Source: an optimization exercise on an open RTL-to-GDS flow (aim: small area, a short achievable clock period and few clock cycles). Production flows keep margins and buffers that such runs may drop.
Only the layout flow was run in this run; the RTL was not checked for function there.
Power is estimated from default activity; no workload was simulated.

==> design.v <==
package stt_pkg;
  localparam int unsigned OffsetBits   = 24;
  localparam int unsigned PositionBits = 16;
  localparam logic [OffsetBits-1:0]   OffMax = {OffsetBits{1'b1}};
  localparam logic [PositionBits-1:0] PosMax = {PositionBits{1'b1}};
  localparam logic [15:0]             LenMax = 16'hFFFF;
  localparam logic [2:0] MIdle     = 3'd0;
  localparam logic [2:0] MIdent    = 3'd1;
  localparam logic [2:0] MNumber   = 3'd2;
  localparam logic [2:0] MFraction = 3'd3;
  localparam logic [2:0] MString   = 3'd4;
  localparam logic [2:0] MEscape   = 3'd5;
  localparam logic [2:0] MComment  = 3'd6;
  localparam logic [2:0] MEnded    = 3'd7;
  localparam logic [2:0] PNone  = 3'd0;
  localparam logic [2:0] PSlash = 3'd1;
  localparam logic [2:0] PEq    = 3'd2;
  localparam logic [2:0] PBang  = 3'd3;
  localparam logic [2:0] PLt    = 3'd4;
  localparam logic [2:0] PGt    = 3'd5;
  localparam logic [2:0] PDot   = 3'd6;
  localparam logic [5:0] KEnd     = 6'd0;
  localparam logic [5:0] KIdent   = 6'd1;
  localparam logic [5:0] KNumber  = 6'd2;
  localparam logic [5:0] KString  = 6'd3;
  localparam logic [5:0] KKw0     = 6'd4;
  localparam logic [5:0] KLParen  = 6'd24;
  localparam logic [5:0] KRParen  = 6'd25;
  localparam logic [5:0] KLBrace  = 6'd26;
  localparam logic [5:0] KRBrace  = 6'd27;
  localparam logic [5:0] KSemi    = 6'd28;
  localparam logic [5:0] KComma   = 6'd29;
  localparam logic [5:0] KDot     = 6'd30;
  localparam logic [5:0] KAssign  = 6'd31;
  localparam logic [5:0] KBang    = 6'd33;
  localparam logic [5:0] KLt      = 6'd35;
  localparam logic [5:0] KGt      = 6'd37;
  localparam logic [5:0] KPlus    = 6'd39;
  localparam logic [5:0] KMinus   = 6'd40;
  localparam logic [5:0] KStar    = 6'd41;
  localparam logic [5:0] KSlash   = 6'd42;
  localparam logic [5:0] KStrByte = 6'd44;
  localparam logic [5:0] KBadChar = 6'd45;
  localparam logic [5:0] KUnterm  = 6'd46;
  localparam int unsigned NumKw = 20;
  localparam logic [1:0] PosCur = 2'd0;
  localparam logic [1:0] PosRun = 2'd1;
  localparam logic [1:0] PosOp  = 2'd2;
  function automatic logic [63:0] kw_text(input int k);
    logic [63:0] w;
    w = '0;
    case (k)
      0:  w[23:0] = {"t", "e", "l"};
      1:  w[39:0] = {"t", "n", "i", "r", "p"};
      2:  w[15:0] = {"f", "i"};
      3:  w[31:0] = {"e", "s", "l", "e"};
      4:  w[39:0] = {"e", "l", "i", "h", "w"};
      5:  w[31:0] = {"e", "u", "r", "t"};
      6:  w[39:0] = {"e", "s", "l", "a", "f"};
      7:  w[23:0] = {"l", "i", "n"};
      8:  w[23:0] = {"d", "n", "a"};
      9:  w[15:0] = {"r", "o"};
      10: w[15:0] = {"i", "u"};
      11: w[31:0] = {"t", "i", "n", "i"};
      12: w[31:0] = {"t", "x", "e", "t"};
      13: w[47:0] = {"n", "o", "t", "t", "u", "b"};
      14: w[39:0] = {"t", "u", "p", "n", "i"};
      15: w[23:0] = {"n", "u", "r"};
      16: w[39:0] = {"r", "a", "e", "l", "c"};
      17: w[39:0] = {"e", "l", "t", "i", "t"};
      18: w[47:0] = {"t", "c", "e", "l", "e", "s"};
      19: w[63:0] = {"x", "o", "b", "k", "c", "e", "h", "c"};
      default: w = '0;
    endcase
    kw_text = w;
  endfunction
  function automatic int kw_len(input int k);
    int l;
    case (k)
      0, 7, 8, 15:            l = 3;
      1, 4, 6, 14, 16, 17:    l = 5;
      2, 9, 10:               l = 2;
      3, 5, 11, 12:           l = 4;
      13, 18:                 l = 6;
      19:                     l = 8;
      default:                l = 0;
    endcase
    kw_len = l;
  endfunction
endpackage
module stt_kw_match (
  input  logic [7:0]  c_i,        
  input  logic [15:0] len_i,      
  input  logic        len_small_i,   
  input  logic        open_i,     
  input  logic [stt_pkg::NumKw-1:0] mask_i,
  output logic [stt_pkg::NumKw-1:0] mask_o,
  output logic [5:0]  kind_o      
);
  logic short_len;
  assign short_len = len_small_i && !len_i[3];
  logic [63:0] w;
  always_comb begin
    for (int k = 0; k < stt_pkg::NumKw; k++) begin
      w = stt_pkg::kw_text(k);
      if (open_i) begin
        mask_o[k] = c_i == w[7:0];
      end else begin
        mask_o[k] = 1'b0;
        for (int i = 1; i < stt_pkg::kw_len(k); i++) begin
          if (short_len && len_i[2:0] == 3'(i) && c_i == w[i*8 +: 8])
            mask_o[k] = mask_i[k];
        end
      end
    end
  end
  logic [5:0] kw_kind;
  always_comb begin
    kw_kind = 6'd0;
    for (int k = 0; k < stt_pkg::NumKw; k++) begin
      if (mask_i[k] && len_small_i && len_i[3:0] == 4'(stt_pkg::kw_len(k))) kw_kind = kw_kind | (stt_pkg::KKw0 + 6'(k));
    end
    kind_o = (kw_kind != 6'd0) ? kw_kind : stt_pkg::KIdent;
  end
endmodule
module stt_core (
  input  logic        clk_i,
  input  logic        rst_ni,
  input  logic        go_i,
  input  logic        out_ready_i,
  input  logic [7:0]  text_byte_i,
  input  logic        end_of_text_i,
  output logic        done_o,      
  output logic        out_valid_o,
  output logic [5:0]  out_kind_o,
  output logic [23:0] out_off_o,
  output logic [15:0] out_len_o,
  output logic [15:0] out_line_o,
  output logic [15:0] out_col_o,
  output logic [7:0]  out_sb_o,
  output logic        out_last_o
);
  localparam logic [1:0] LRun = 2'd3;
  logic [2:0]  mode_q, mode_d;
  logic [2:0]  pend_q, pend_d;
  logic        halt_q, halt_d;
  logic [23:0] off_q;                
  logic [15:0] line_q, col_q;
  logic        adv_q;                
  logic        lastlf_q;             
  logic [23:0] cur_off;              
  logic [15:0] cur_line, cur_col;
  logic [23:0] p_off_q;              
  logic [15:0] p_line_q, p_col_q;
  logic [15:0] len_q, len_d;
  logic        len_small_q, len_small_d;    
  logic        ppend_q;                     
  logic [stt_pkg::NumKw-1:0] kwm_q, kwm_d;
  logic        ov_q;
  logic [5:0]  kind_q;
  logic [7:0]  sb_q;
  logic        last_q;
  logic [1:0]  lsel_q;
  logic [7:0]  c;
  logic        eot;
  logic        is_alpha, is_digit, is_blank, is_lf, is_quote, is_bslash, is_dot, is_eq;
  logic        is_slash, is_bang, is_lt, is_gt, is_hold, is_open;
  logic [5:0]  single_kind;
  logic        is_single;
  logic [15:0] len_inc;
  logic [5:0]  kw_kind;
  logic        kw_open;
  logic        close_res, fall, fall_res, split;
  logic [5:0]  close_kind, fall_kind;
  logic [1:0]  close_pos;
  logic [1:0]  close_len, fall_len;
  logic [7:0]  sb;
  logic        open_run, hold_op, advance, emit, more;
  assign eot = end_of_text_i || (text_byte_i == 8'd0);
  assign c = text_byte_i;
  assign is_alpha  = (c >= "a" && c <= "z") || (c >= "A" && c <= "Z") || c == "_";
  assign is_digit  = c >= "0" && c <= "9";
  assign is_lf     = c == 8'h0A;
  assign is_blank  = c == " " || c == 8'h09 || c == 8'h0D || is_lf;
  assign is_quote  = c == "\"";
  assign is_bslash = c == "\\";
  assign is_dot    = c == ".";
  assign is_eq     = c == "=";
  assign is_slash  = c == "/";
  assign is_bang   = c == "!";
  assign is_lt     = c == "<";
  assign is_gt     = c == ">";
  assign is_hold   = is_slash || is_eq || is_bang || is_lt || is_gt;
  assign is_open   = is_alpha || is_digit || is_quote;
  always_comb begin
    is_single = 1'b1;
    case (c)
      "(":     single_kind = stt_pkg::KLParen;
      ")":     single_kind = stt_pkg::KRParen;
      "{":     single_kind = stt_pkg::KLBrace;
      "}":     single_kind = stt_pkg::KRBrace;
      ";":     single_kind = stt_pkg::KSemi;
      ",":     single_kind = stt_pkg::KComma;
      ".":     single_kind = stt_pkg::KDot;
      "+":     single_kind = stt_pkg::KPlus;
      "-":     single_kind = stt_pkg::KMinus;
      "*":     single_kind = stt_pkg::KStar;
      default: begin single_kind = stt_pkg::KBadChar; is_single = 1'b0; end
    endcase
  end
  assign len_inc = (len_q != stt_pkg::LenMax) ? len_q + 16'd1 : len_q;
  assign cur_off  = (adv_q && off_q != stt_pkg::OffMax) ? off_q + 24'd1 : off_q;
  assign cur_line = (adv_q && lastlf_q && line_q != stt_pkg::PosMax) ? line_q + 16'd1 : line_q;
  assign cur_col  = (adv_q && lastlf_q) ? 16'd1 :
                    (adv_q && col_q != stt_pkg::PosMax) ? col_q + 16'd1 : col_q;
  stt_kw_match u_kw (
    .c_i(c), .len_i(len_q), .len_small_i(len_small_q), .open_i(kw_open), .mask_i(kwm_q), .mask_o(kwm_d), .kind_o(kw_kind)
  );
  always_comb begin
    fall_res = 1'b1;
    fall_kind = single_kind;
    fall_len = 2'd1;
    if (eot) begin
      fall_kind = stt_pkg::KEnd; fall_len = 2'd0;
    end else if (is_blank || is_open || is_hold) begin
      fall_res = 1'b0;
    end else if (!is_single) begin
      fall_len = 2'd0;
    end
  end
  always_comb begin
    mode_d = mode_q; pend_d = pend_q; halt_d = halt_q; len_d = len_q; len_small_d = len_small_q;
    close_res = 1'b0; close_kind = stt_pkg::KEnd; close_pos = stt_pkg::PosRun; close_len = 2'd0;
    fall = 1'b0; split = 1'b0; more = 1'b0;
    kw_open = 1'b0;
    open_run = 1'b0; hold_op = 1'b0;
    sb = 8'd0;
    case (mode_q)
      stt_pkg::MString: begin
        if (eot) begin
          close_res = 1'b1; close_kind = stt_pkg::KUnterm; halt_d = 1'b1;
        end else if (is_quote) begin
          len_d = len_inc; len_small_d = len_small_q && len_q[3:0] != 4'hF; close_res = 1'b1; close_kind = stt_pkg::KString; close_len = LRun;
          mode_d = stt_pkg::MIdle;
        end else if (is_bslash) begin
          len_d = len_inc; len_small_d = len_small_q && len_q[3:0] != 4'hF; mode_d = stt_pkg::MEscape;
        end else begin
          len_d = len_inc; len_small_d = len_small_q && len_q[3:0] != 4'hF; close_res = 1'b1; close_kind = stt_pkg::KStrByte; sb = c;
        end
      end
      stt_pkg::MEscape: begin
        if (eot) begin
          close_res = 1'b1; close_kind = stt_pkg::KUnterm; halt_d = 1'b1;
        end else begin
          len_d = len_inc; len_small_d = len_small_q && len_q[3:0] != 4'hF; mode_d = stt_pkg::MString; close_res = 1'b1; close_kind = stt_pkg::KStrByte;
          sb = (c == "n") ? 8'h0A : (c == "t") ? 8'h09 : (c == "r") ? 8'h0D : c;
        end
      end
      stt_pkg::MComment: begin
        if (eot || is_lf) begin
          mode_d = stt_pkg::MIdle; fall = 1'b1;
        end
      end
      stt_pkg::MIdent: begin
        if (!eot && (is_alpha || is_digit)) begin
          len_d = len_inc; len_small_d = len_small_q && len_q[3:0] != 4'hF;
        end else begin
          close_res = 1'b1; close_kind = kw_kind; close_len = LRun;
          mode_d = stt_pkg::MIdle; fall = 1'b1;
        end
      end
      stt_pkg::MNumber, stt_pkg::MFraction: begin
        if (pend_q == stt_pkg::PDot) begin
          if (!eot && is_digit) begin
            len_d = len_inc; len_small_d = len_small_q && len_q[3:0] != 4'hF; mode_d = stt_pkg::MFraction; pend_d = stt_pkg::PNone; split = 1'b1;
          end else begin
            close_res = 1'b1; close_kind = stt_pkg::KNumber; close_len = LRun;
            mode_d = stt_pkg::MIdle; pend_d = stt_pkg::PDot; split = 1'b1; more = 1'b1;
          end
        end else if (!eot && is_digit) begin
          len_d = len_inc; len_small_d = len_small_q && len_q[3:0] != 4'hF;
        end else if (!eot && is_dot && mode_q == stt_pkg::MNumber) begin
          pend_d = stt_pkg::PDot; hold_op = 1'b1;
        end else begin
          close_res = 1'b1; close_kind = stt_pkg::KNumber; close_len = LRun;
          mode_d = stt_pkg::MIdle; fall = 1'b1;
        end
      end
      stt_pkg::MEnded: begin
        close_res = 1'b1; close_kind = stt_pkg::KEnd; close_pos = stt_pkg::PosCur;
      end
      default: begin
        pend_d = stt_pkg::PNone;
        close_pos = stt_pkg::PosOp;
        case (pend_q)
          stt_pkg::PSlash: begin
            if (!eot && is_slash) begin
              mode_d = stt_pkg::MComment;
            end else begin
              close_res = 1'b1; close_kind = stt_pkg::KSlash; close_len = 2'd1; fall = 1'b1;
            end
          end
          stt_pkg::PEq, stt_pkg::PBang, stt_pkg::PLt, stt_pkg::PGt: begin
            close_res = 1'b1;
            case (pend_q)
              stt_pkg::PEq:   close_kind = stt_pkg::KAssign;
              stt_pkg::PBang: close_kind = stt_pkg::KBang;
              stt_pkg::PLt:   close_kind = stt_pkg::KLt;
              default:        close_kind = stt_pkg::KGt;
            endcase
            if (!eot && is_eq) begin
              close_kind = close_kind + 6'd1; close_len = 2'd2;
            end else begin
              close_len = 2'd1; fall = 1'b1;
            end
          end
          stt_pkg::PDot: begin
            close_res = 1'b1; close_kind = stt_pkg::KDot; close_len = 2'd1; fall = 1'b1;
          end
          default: begin
            fall = 1'b1;
          end
        endcase
      end
    endcase
    if (fall && close_res && (fall_res || (!eot && is_open && close_len == LRun))) begin
      split = 1'b1; more = fall_res;
      mode_d = stt_pkg::MIdle; pend_d = stt_pkg::PNone;
    end
    if (fall && !split) begin
      if (eot) begin
        mode_d = stt_pkg::MEnded;
      end else if (is_open) begin
        mode_d = is_alpha ? stt_pkg::MIdent : is_digit ? stt_pkg::MNumber : stt_pkg::MString;
        len_d = 16'd1; len_small_d = 1'b1; open_run = 1'b1; kw_open = 1'b1;
      end else if (is_hold) begin
        pend_d = is_slash ? stt_pkg::PSlash : is_eq ? stt_pkg::PEq : is_bang ? stt_pkg::PBang :
                 is_lt ? stt_pkg::PLt : stt_pkg::PGt;
        hold_op = 1'b1;
      end else if (!is_blank && !is_single) begin
        halt_d = 1'b1;
      end
    end
    if (halt_q) begin
      mode_d = mode_q; pend_d = pend_q; halt_d = halt_q; len_d = len_q; len_small_d = len_small_q;
      close_res = 1'b0; fall = 1'b0; split = 1'b0; open_run = 1'b0; hold_op = 1'b0;
    end
  end
  assign done_o = !split;
  assign emit = close_res || (fall && fall_res);
  assign advance = done_o && !eot && !halt_d && mode_q != stt_pkg::MEnded;
  logic [1:0]  pos_sel;
  assign pos_sel = close_res ? close_pos : stt_pkg::PosCur;
  logic p_load, p_from_last;
  assign p_load = (emit && pos_sel != stt_pkg::PosRun) || (open_run && !emit) || ppend_q;
  assign p_from_last = ppend_q || (mode_q == stt_pkg::MIdle && pend_q != stt_pkg::PNone);
  always_ff @(posedge clk_i or negedge rst_ni) begin
    if (!rst_ni) begin
      mode_q <= stt_pkg::MIdle; pend_q <= stt_pkg::PNone; halt_q <= 1'b0;
      off_q <= '0; line_q <= 16'd1; col_q <= 16'd1; adv_q <= 1'b0;
      ov_q <= 1'b0; ppend_q <= 1'b0;
    end else begin
      if (go_i) ppend_q <= open_run && emit;
      if (go_i) begin
        mode_q <= mode_d; pend_q <= pend_d; halt_q <= halt_d;
        if (advance) begin
          off_q <= cur_off; line_q <= cur_line; col_q <= cur_col; adv_q <= 1'b1;
        end
      end
      if (go_i) ov_q <= emit;
      else if (out_ready_i) ov_q <= 1'b0;
    end
  end
  always_ff @(posedge clk_i) begin
    if (go_i) begin
      len_q <= len_d;
      len_small_q <= len_small_d;
      kwm_q <= kwm_d;
      if (advance) lastlf_q <= is_lf;
      if (p_load) begin
        p_off_q  <= p_from_last ? off_q  : cur_off;
        p_line_q <= p_from_last ? line_q : cur_line;
        p_col_q  <= p_from_last ? col_q  : cur_col;
      end
      if (emit) begin
        kind_q <= close_res ? close_kind : fall_kind;
        lsel_q <= close_res ? close_len : fall_len;
        sb_q <= sb;
        last_q <= !more;
      end
    end
  end
  assign out_valid_o = ov_q;
  assign out_kind_o  = kind_q;
  assign out_off_o   = p_off_q;
  assign out_line_o  = p_line_q;
  assign out_col_o   = p_col_q;
  assign out_len_o   = (lsel_q == LRun) ? len_q : {14'd0, lsel_q};
  assign out_sb_o    = sb_q;
  assign out_last_o  = last_q;
endmodule
module source_text_tokenizer_top (
  input  logic        clk_i,
  input  logic        rst_ni,
  input  logic        in_valid,
  output logic        in_ready,
  input  logic [7:0]  in_text_byte,
  input  logic        in_end_of_text,
  output logic        out_valid,
  input  logic        out_ready,
  output logic [5:0]  out_kind,
  output logic [23:0] out_start_offset,
  output logic [15:0] out_token_length,
  output logic [15:0] out_token_line,
  output logic [15:0] out_token_col,
  output logic [7:0]  out_string_byte,
  output logic        out_last
);
  logic       hv_q, sv_q;
  logic [7:0] hb_q, sb_q;
  logic       he_q, se_q;
  logic       take, go, done;
  assign in_ready = !sv_q;
  assign take = in_valid && !sv_q;
  assign go = hv_q && (!out_valid || out_ready);
  stt_core u_core (
    .clk_i, .rst_ni, .go_i(go), .out_ready_i(out_ready),
    .text_byte_i(hb_q), .end_of_text_i(he_q), .done_o(done),
    .out_valid_o(out_valid), .out_kind_o(out_kind), .out_off_o(out_start_offset),
    .out_len_o(out_token_length), .out_line_o(out_token_line), .out_col_o(out_token_col),
    .out_sb_o(out_string_byte), .out_last_o(out_last)
  );
  always_ff @(posedge clk_i or negedge rst_ni) begin
    if (!rst_ni) begin
      hv_q <= 1'b0; sv_q <= 1'b0;
    end else begin
      if (!hv_q || (go && done)) begin
        hv_q <= sv_q || take;
        sv_q <= sv_q && take;
      end else begin
        sv_q <= sv_q || take;
      end
    end
  end
  always_ff @(posedge clk_i) begin
    if (!hv_q || (go && done)) begin
      if (sv_q) begin
        hb_q <= sb_q; he_q <= se_q;
      end else if (take) begin
        hb_q <= in_text_byte; he_q <= in_end_of_text;
      end
    end
    if (take) begin
      sb_q <= in_text_byte; se_q <= in_end_of_text;
    end
  end
endmodule
==> flow/run.sh <==
#!/bin/bash
set -euo pipefail
export BUFFER_PORTS_ARGS="-buffer_cell sky130_fd_sc_hd__buf_1"
export CTS_ARGS="-sink_clustering_enable -repair_clock_nets -dont_use_dummy_load -buf_list sky130_fd_sc_hd__clkbuf_8 -sink_buffer_max_cap_derate 0.6"
export SETUP_SLACK_MARGIN=5.65
bash standard.sh > standard_flow.log 2>&1
==> standard.sh <==
#!/bin/bash
# synth_recipe.tcl (not shown) runs the flow's synth.tcl, then flattens the netlist and writes it again
# the make line also repeats each setting of config.mk as NAME=value (left out here)
make -C /OpenROAD-flow-scripts/flow DESIGN_CONFIG=/design/flow/config.mk WORK_HOME=/design/flow/orfs CLKGATE_MAP_FILE= SYNTH_SCRIPT=/design/flow/synth_recipe.tcl "${@:-finish}"
==> config.mk <==
export PLATFORM = sky130hd
export DESIGN_NAME = source_text_tokenizer_top
export DESIGN_NICKNAME = source_text_tokenizer_top
export VERILOG_FILES = /design/flow/design.v
export SDC_FILE = /design/flow/constraint.sdc
export NUM_CORES = 4
export LEC_CHECK = 0
export CAP_MARGIN = 20
export CORE_MARGIN = 2
export CORE_UTILIZATION = 60
export PLACE_DENSITY = 0.7
export SLEW_MARGIN = 20
==> constraint.sdc <==
create_clock -name core_clock -period 9.0 [get_ports {clk_i}]
set_input_delay 1.8000 -clock core_clock [delete_from_list [all_inputs] [get_ports {clk_i}]]
set_output_delay 1.8000 -clock core_clock [all_outputs]
set_load 0.01 [all_outputs]
==> summary.txt <==
==> sequential cells by signal, summed over array words and instances (netlist names), 2 cells and up <==
name / count
u_core.lsel_q: 2
u_core.kwm_q: 20
u_core.pend_q: 3
u_core.sb_q: 8
u_core.len_q: 16
u_core.mode_q: 3
u_core.kind_q: 6
u_core.p_line_q: 16
u_core.line_q: 16
u_core.col_q: 16
sb_q: 8
u_core.p_col_q: 16
u_core.p_off_q: 24
u_core.off_q: 24
hb_q: 8
==> logic make-up after synthesis <==
logic type | Yosys count
AO/OA/AOI/OAI | 274
XOR/XNOR | 87
adder cells (fa/ha/maj) | 9
buffers and inverters | 106
flip-flops | 197
multiplexers | 18
AND/OR/NAND/NOR | 519
==> synthesized netlist by cell type (all sizes together) (4+ instances only) <==
master and n:
a211oi 5, a21o 8, a21oi 54, a22oi 12, a31oi 26, a41oi 5
and2 13, and3 34, buf 24, clkbuf 57, dfrtp 66, edfxtp 129
ha 9, inv 24, mux2 14, mux2i 4, nand2 119, nand2b 14
nand3 55, nand3b 4, nand4 25, nor2 105, nor2b 5, nor3 54
nor3b 6, nor4 24, nor4b 5, o211a 4, o211ai 13, o21a 4
o21ai 73, o22ai 6, o31ai 27, or2 7, or3 21, or3b 5
or4 5, or4b 4, xnor2 34, xor2 53
==> power breakdown <==
part           internal, mW  switching, mW  total (mW)
Clock                 0.168          0.283       0.451
Combinational         0.379          0.632        1.01
Sequential             1.08          0.123        1.21
Total                  1.63           1.04        2.67
==> worst max-delay path, cell delays in order (launching register included) <==
cell and delay, ps:
sky130_fd_sc_hd__edfxtp_1 360, sky130_fd_sc_hd__clkbuf_2 200, sky130_fd_sc_hd__buf_4 230, sky130_fd_sc_hd__nand2b_1 230, sky130_fd_sc_hd__or4_4 580, sky130_fd_sc_hd__o21ai_4 260, sky130_fd_sc_hd__a41oi_4 230, sky130_fd_sc_hd__o21a_2 220
sky130_fd_sc_hd__or4_4 490, sky130_fd_sc_hd__buf_12 200, sky130_fd_sc_hd__a21oi_1 200
==> through the flow <==
stage,area (um2),setup slack (ps),total power [mW]
floorplan,11900,5420,1.74
global placement,12200,4500,1.91
detailed placement,12200,4440,1.91
CTS,13300,5570,2.52
global route,13900,5450,2.76
finish,13900,5520,2.67
==> area by class of cell <==
type	instances	area (um2)	area share (%)
Multi-Input combinational cell	916	6360	45.9
Sequential cell	197	5580	40.2
Timing Repair Buffer	185	1270	9.16
Tap cell	260	325	2.35
Clock buffer	17	234	1.69
Inverter	25	98.8	0.713
==> routing by layer <==
layer / GRT usage [%] / routed length [um] / vias to the layer above
li1: - / - / 4798
met3: 5.83 / 2960 / 128
met2: 53.7 / 16900 / 648
met4: 13.5 / 1550 / 0
met1: 43.2 / 13600 / 5080
met5: 0 / 0 / -
==> how the worst min path moves through the flow <==
stage / start / endpoint / slack (ps) / depth (start not counted)
6_report: u_core.line_q[0] / u_core.line_q[0] / 520 / 1
5_1_grt: u_core.line_q[0] / u_core.line_q[0] / 550 / 1
2_1_floorplan: u_core.line_q[14] / u_core.line_q[14] / 480 / 1
4_1_cts: u_core.line_q[0] / u_core.line_q[0] / 520 / 1
3_3_place_gp: u_core.off_q[15] / u_core.off_q[15] / 500 / 1
3_5_place_dp: u_core.off_q[15] / u_core.off_q[15] / 510 / 1
==> what timing repair did <==
action                                  CTS  global route
endpoints found under the setup margin  213           206
gates cloned                              9             7
pin swaps                                10            16
gates resized for setup                  61            62
setup buffers                            48            22
==> summary.md <==
The cell count of the worst reg-to-reg path came out at 10. The category of the critical setup timing path is register to register. Of all nets on the critical path, the largest fanout is 19. Yosys printed 3 warnings.

In the final design database the tool counted 1364 nets. TritonCTS built the clock tree. Complex-gate fraction of the synthesized area: 15.6%. In this run the worst setup path terminates at u_core.kwm_q[16]. The worst register-to-register path begins at hb_q[1]. The simple-gate share of the synthesized area is 23.3%. The logs give 0.137 mV for the maximum vdd ir drop and 1100 for the DRC violation total after the first TritonRoute iteration.

The setup slack of the worst register-to-register path is 5520 ps, and the shortest period the worst path allows is 3480 ps. The tools report the core region area as 18900 um2. 0 antenna diodes ended up in the layout. The overall die width is 143 um, and the number of enable-type register cells in the synthesized netlist is 129. The tools report the number of sinks handled by clock tree synthesis as 197. The first global-routing pass estimated 51800 um of wire.

The weighted congestion at the end of routability-driven global placement is 1.06. Of all flip-flops after synthesis, the portion carrying an async set or reset was 34.5%. After synthesis, the largest family of logic cells by area is simple AND/OR/NAND/NOR gates. The worst setup path is launched from a register. After detailed routing, the total wire length is 35000 um. Number of instances in the synthesized netlist: 1210. Post-synthesis cell type with the largest combined area: sky130_fd_sc_hd__edfxtp_1. The run gives 3680 ps as the worst endpoint data arrival time.

STA classifies the critical path endpoint as a register. The logs give 49.0 ps for the clock skew after layout and 6 for the first-pass iteration count of the detailed router. The most used flip-flop cell after synthesis is sky130_fd_sc_hd__edfxtp_1. Of the cells placed in the final design, the portion with a size suffix greater than 1 is 18.6%. Once the floorplan was initialized, standard cells occupied 61.6% of the core. The clock-pin slew of the registers on the worst-case setup and hold paths was 100 ps; the I/O pin total was 102. Fill cells in the final layout number 1404. Of the total synthesized cell area, the portion taken by full adders, half adders and majority gates is 0.967%. Leaving out fill and tap cells, the most frequent cell in the layout is sky130_fd_sc_hd__edfxtp_1.

The path class of the tightest hold or removal check is register to register. The tools report the setup TNS as 0 ps. The synthesized area per cell was 9.62 um2. The run gives 0 as the count of nets left with antenna violations after detail routing. The synthesized design devotes to its leading area cell type 33.3% of total area. The share of synthesized area occupied by flip-flops and latches was 47.9%. Power spread over the standard cell area amounts to 192 nW/um2. Setup repair after global routing could not meet its margin everywhere. The total overflow left after global routing is 0.

The cell sitting at the root of the clock tree is a sky130_fd_sc_hd__clkbuf_8. The later-pin clock latency in the skew report was 500 ps. Final cell utilization of the core: 73.4%. The relative area change from synthesis to final layout works out to 19.2%. The overall routing resource usage is 32.7%, and the final hold slack is 520 ps. The number of cell rows was 50; the post-route fraction of the period consumed by the critical path was 38.7%. For this design the static power due to leakage is 5.27 nW. The XOR/XNOR share of the synthesized area is 6.54%, and the final standard cell count with taps included and fillers excluded is 1600. The run gives 1232 as the net count after synthesis. Counting flops and latches in the post-synthesis netlist gives 197. Maximum clock frequency: 287 MHz. The logs give 17 for the number of buffers created by CTS and 9568 for the via count of the first global-routing pass.

Counting tap cells, the placed design contains a total of 1497 instances. Entering global routing, the biggest net connects 69 pins. For the count of maximum capacitance violations, the log shows 0. The slew at the pin closest to its max-slew limit was 934 ps; the initial antenna violation count was 0.

The tools report the launching element of the worst setup path as hb_q[1]. Summed over all nets, the half-perimeter wirelength after detailed placement is 21300 um. The required time of the critical path is 9190 ps.

Using the TritonRoute via totals, the vias-per-cell ratio works out to 6.66. The run finished with no timing, DRC or antenna violations. The final-report setup violation count was 0.

In the synthesized netlist, mux cells make up 1.70% of the area. After detailed routing, the number of remaining DRC violations is 0. The cts-stage hold buffer count is 0, and the area of the die is 20500 um2. The detailed-route via count was 10700.

After synthesis, the netlist uses 89 different library cells. The number of buffers on the longest clock path is 2, and the die outline height is 143 um. The endpoint identified for the worst register-to-register timing path is u_core.kwm_q[16]. Leaving out fill and tap cells, the most frequent cells in the layout are sky130_fd_sc_hd__edfxtp_1, sky130_fd_sc_hd__nand2_1, sky130_fd_sc_hd__nor2_1, sky130_fd_sc_hd__buf_1, sky130_fd_sc_hd__dfrtp_1.

In the post-synthesis netlist, the biggest area contributors are sky130_fd_sc_hd__edfxtp_1, sky130_fd_sc_hd__dfrtp_1, sky130_fd_sc_hd__xor2_1. The combined area of all synthesized cells was 11600 um2; the routed wirelength normalized by instance count was 21.9 um. Number of pins exceeding their max-slew limit in the final report: 0.

The number of port buffers was 101. The final-report hold violation count was 0; the number of H-tree levels was 4. In this run the tightest slew margin relative to its limit is 37.4%.

==> what the ideal ports hide <==
How much do the figures lean on ideal ports? The routed layout below was timed once more, with nothing changed but the port constraints.
Step 1 assumes that a clkbuf_16 drives the clock port and a buf_2 every other input.
Step 2 times the ports against the registers' clock, not the clock port: input delays grow and output delays shrink by t, the midpoint of the rising clock arrivals with the driver on.
Three values: no drivers, after step 1, after step 2; two values: the first two.
t, ns: 0.522
slack for setup (ns): 5.516 / 5.516 / 5.147
hold slack, ns: 0.520 / 0.520 / 0.520
worst setup path at the end: input to register
pins driven straight from the clock port: 1
After both steps this run still meets setup and hold. The setup slack of this run moves by 0.000 ns with the drivers and by -0.369 ns with both steps.
